What follows belongs to an exercise in optimizing a design on an open flow for small area; a production flow would make more cautious choices.
The RTL was checked by simulation tests, not by an equivalence proof against the original design.
Power figures rest on the tool's default switching activity, not on a simulated workload.

== run C ==
// digital_resonator_bank
module digital_resonator_bank #(
  parameter int unsigned DATA_W    = 16,
  parameter int unsigned COEF_W    = 18,
  parameter int unsigned COEF_FRAC = 16,
  parameter int unsigned NUM_CH    = 4,
  localparam int unsigned CH_W     = (NUM_CH > 1) ? $clog2(NUM_CH) : 1
) (
  input  logic                     clk,
  input  logic                     reset_n,
  input  logic                     enable,
  input  logic                     clr,
  input  logic [NUM_CH*DATA_W-1:0] d,
  input  logic                     coef_we,
  input  logic [CH_W-1:0]          coef_ch,
  input  logic [1:0]               coef_sel,
  input  logic [COEF_W-1:0]        coef_data,
  output logic [NUM_CH*DATA_W-1:0] q,
  output logic                     q_valid,
  output logic                     busy,
  output logic                     sat_flag,
  output logic                     overrun
);
  localparam int unsigned NB    = NUM_CH * DATA_W;        
  localparam int unsigned CNT_W = $clog2(NB);
  localparam int unsigned J_W   = $clog2(DATA_W);
  localparam int unsigned SW    = 3 * COEF_W;             
  localparam int unsigned AW    = COEF_W + 2;             
  localparam logic [COEF_W-1:0] G_ONE = COEF_W'(64'(1) << COEF_FRAC);
  logic [COEF_W-1:0]    sh   [NUM_CH][3];   
  logic [2:0]           shw  [NUM_CH];      
  logic [SW+2:0]        act  [NUM_CH];      
  logic [AW-1:0]        accr [NUM_CH];      
  logic [NB-1:0]        xr;                 
  logic [NB-1:0]        y2r;                
  logic [CNT_W-1:0]     cnt;
  logic                 run;
  logic                 z1, z2;
  logic                 sat_acc;
  logic                 accept, done;
  logic [CH_W-1:0]      k;
  ...
For scale: about 1600 cells after synthesis, about 740 flip-flops, about 160 I/O pins, roughly 26000 µm² of cells after synthesis.
make LEC_CHECK=0 CAP_MARGIN=20 CORE_MARGIN=2 CORE_UTILIZATION=60 CTS_BUF_LIST=sky130_fd_sc_hd__clkbuf_8 CTS_CLUSTER_DIAMETER=60 CTS_CLUSTER_SIZE=20 SLEW_MARGIN=20 finish   # period 20.0 ns
run.sh (not shown) runs the stock make flow with config.mk's settings and CLKGATE_MAP_FILE= SYNTH_SCRIPT=/design/flow/synth_recipe.tcl, a recipe that flattens the netlist after the stock synthesis.
--- input diff run C..run E ---
==> flow/flow/run.sh (new file) <==
#!/bin/bash
set -o pipefail
cp standard.sh standard_sh_copy.log
export BUFFER_PORTS_ARGS="-buffer_cell sky130_fd_sc_hd__buf_1"
bash standard.sh > standard.log 2>&1
==> flow/standard.sh (new file) <==
#!/bin/bash
# synth_recipe.tcl (not shown) runs the flow's synth.tcl, then flattens the netlist and writes it again
# the make line also repeats each setting of config.mk as NAME=value (left out here)
make -C /OpenROAD-flow-scripts/flow DESIGN_CONFIG=/design/flow/config.mk WORK_HOME=/design/flow/orfs CLKGATE_MAP_FILE= SYNTH_SCRIPT=/design/flow/synth_recipe.tcl "${@:-finish}"
removed: flow/run.sh
--- outcome ---
Diff run E and run C: total power higher in run C
Looking at top layer reached by signal wires, the met4 result is from run C; the met5 one comes from run E.
Compared to run C, the router laid down more metal wire for run E.
Taking run C as the reference point, the count of clock-buffer cells in the layout of run E rises by about 2%.
For cell count, run E and run C come out practically identical.
Run C ended up with q[49] as its end of the critical path; run E ended up with q[51].


digital_resonator_bank, a different RTL version from the one above (not shown whole).
Size: roughly 740 flip-flops.
Design digital_resonator_bank, start of the top module:
module digital_resonator_bank #(
  parameter int unsigned DATA_W    = 16,
  parameter int unsigned COEF_W    = 18,
  parameter int unsigned COEF_FRAC = 16,
  parameter int unsigned NUM_CH    = 4,
  localparam int unsigned CH_W     = (NUM_CH > 1) ? $clog2(NUM_CH) : 1
) (
  input  logic                     clk,
  input  logic                     reset_n,
  input  logic                     enable,
  input  logic                     clr,
  input  logic [NUM_CH*DATA_W-1:0] d,
  input  logic                     coef_we,
  input  logic [CH_W-1:0]          coef_ch,
  input  logic [1:0]               coef_sel,
  input  logic [COEF_W-1:0]        coef_data,
  output logic [NUM_CH*DATA_W-1:0] q,
  output logic                     q_valid,
  output logic                     busy,
  output logic                     sat_flag,
  output logic                     overrun
);
==> flow/config.mk <==
export PLATFORM = sky130hd
export DESIGN_NAME = digital_resonator_bank
export DESIGN_NICKNAME = digital_resonator_bank
export VERILOG_FILES = /design/flow/design.v
export SDC_FILE = /design/flow/constraint.sdc
export NUM_CORES = 4
export LEC_CHECK = 0
export CAP_MARGIN = 20
export CORE_MARGIN = 2
export CORE_UTILIZATION = 75
export CTS_BUF_LIST = sky130_fd_sc_hd__clkbuf_8
export CTS_CLUSTER_DIAMETER = 60
export CTS_CLUSTER_SIZE = 20
export SLEW_MARGIN = 20
==> flow/constraint.sdc <==
create_clock -name core_clock -period 20.0 [get_ports {clk}]
set_input_delay 4.0000 -clock core_clock [delete_from_list [all_inputs] [get_ports {clk}]]
set_output_delay 4.0000 -clock core_clock [all_outputs]
set_load 0.01 [all_outputs]
standard.sh (not shown) runs the stock make flow with config.mk's settings and CLKGATE_MAP_FILE= SYNTH_SCRIPT=/design/flow/synth_recipe.tcl, a recipe that flattens the netlist after the stock synthesis.
==> flow/flow/run.sh <==
#!/bin/bash
set -o pipefail
export BUFFER_PORTS_ARGS="-buffer_cell sky130_fd_sc_hd__buf_1"
export CTS_ARGS="-sink_clustering_enable -repair_clock_nets -sink_clustering_size 20 -sink_clustering_max_diameter 60 -buf_list sky130_fd_sc_hd__clkbuf_8 -dont_use_dummy_load"
bash standard.sh > standard.log 2>&1
The baseline finished clean.
Edit:
==> flow/flow/run.sh (replaced) <==
#!/bin/bash
set -o pipefail
export BUFFER_PORTS_ARGS="-buffer_cell sky130_fd_sc_hd__buf_1"
export CTS_ARGS="-sink_clustering_enable -repair_clock_nets -sink_clustering_size 16 -sink_clustering_max_diameter 50 -buf_list sky130_fd_sc_hd__clkbuf_8 -dont_use_dummy_load"
bash standard.sh > standard.log 2>&1
- CORE_UTILIZATION: 75 -> 60
What happened:
- synthesized cell count is unchanged
- count of clock-buffer cells in the layout rose by 12
- die area increases by 24%
- synthesized area does not change
- setup slack loses 0.18 ns
- combinational power shrinks by about 0.7%
- worst hold slack is better by 0.0040 ns

## static timing again, ports no longer ideal
The flow's constraints put no driver on any port. The routed layouts listed below were extracted and timed again, unchanged, in two steps. Step 1 assumes that a clkbuf_16 drives the clock port and a buf_2 every other input. Step 2 adds t to the input delays and takes it off the output delays; t is the mean of the earliest and latest rising clock arrival at the registers after step 1. Input paths then give back, and output paths get back, about the clock's delay inside the block. Slacks: no drivers / after step 1 / after step 2; pairs: no drivers / after step 1.
run | t (ns) | slack for setup (ns) | latest minus earliest clock arrival (ns) | worst register clock-pin slew, ns | pins driven straight from the clock port
run C | 0.698 | 6.368 / 6.368 / 6.368 | 0.046 / 0.046 | 0.12 / 0.12 | 1
run E | 0.689 | 6.632 / 6.632 / 6.632 | 0.040 / 0.040 | 0.12 / 0.12 | 1
the first run of note 2 | 0.648 | 6.101 / 6.101 / 6.101 | 0.084 / 0.083 | 0.12 / 0.12 | 1
the second run of note 2 | 0.691 | 5.919 / 5.919 / 5.919 | 0.072 / 0.072 | 0.10 / 0.10 | 1
After both steps setup and hold are still met in every run listed.
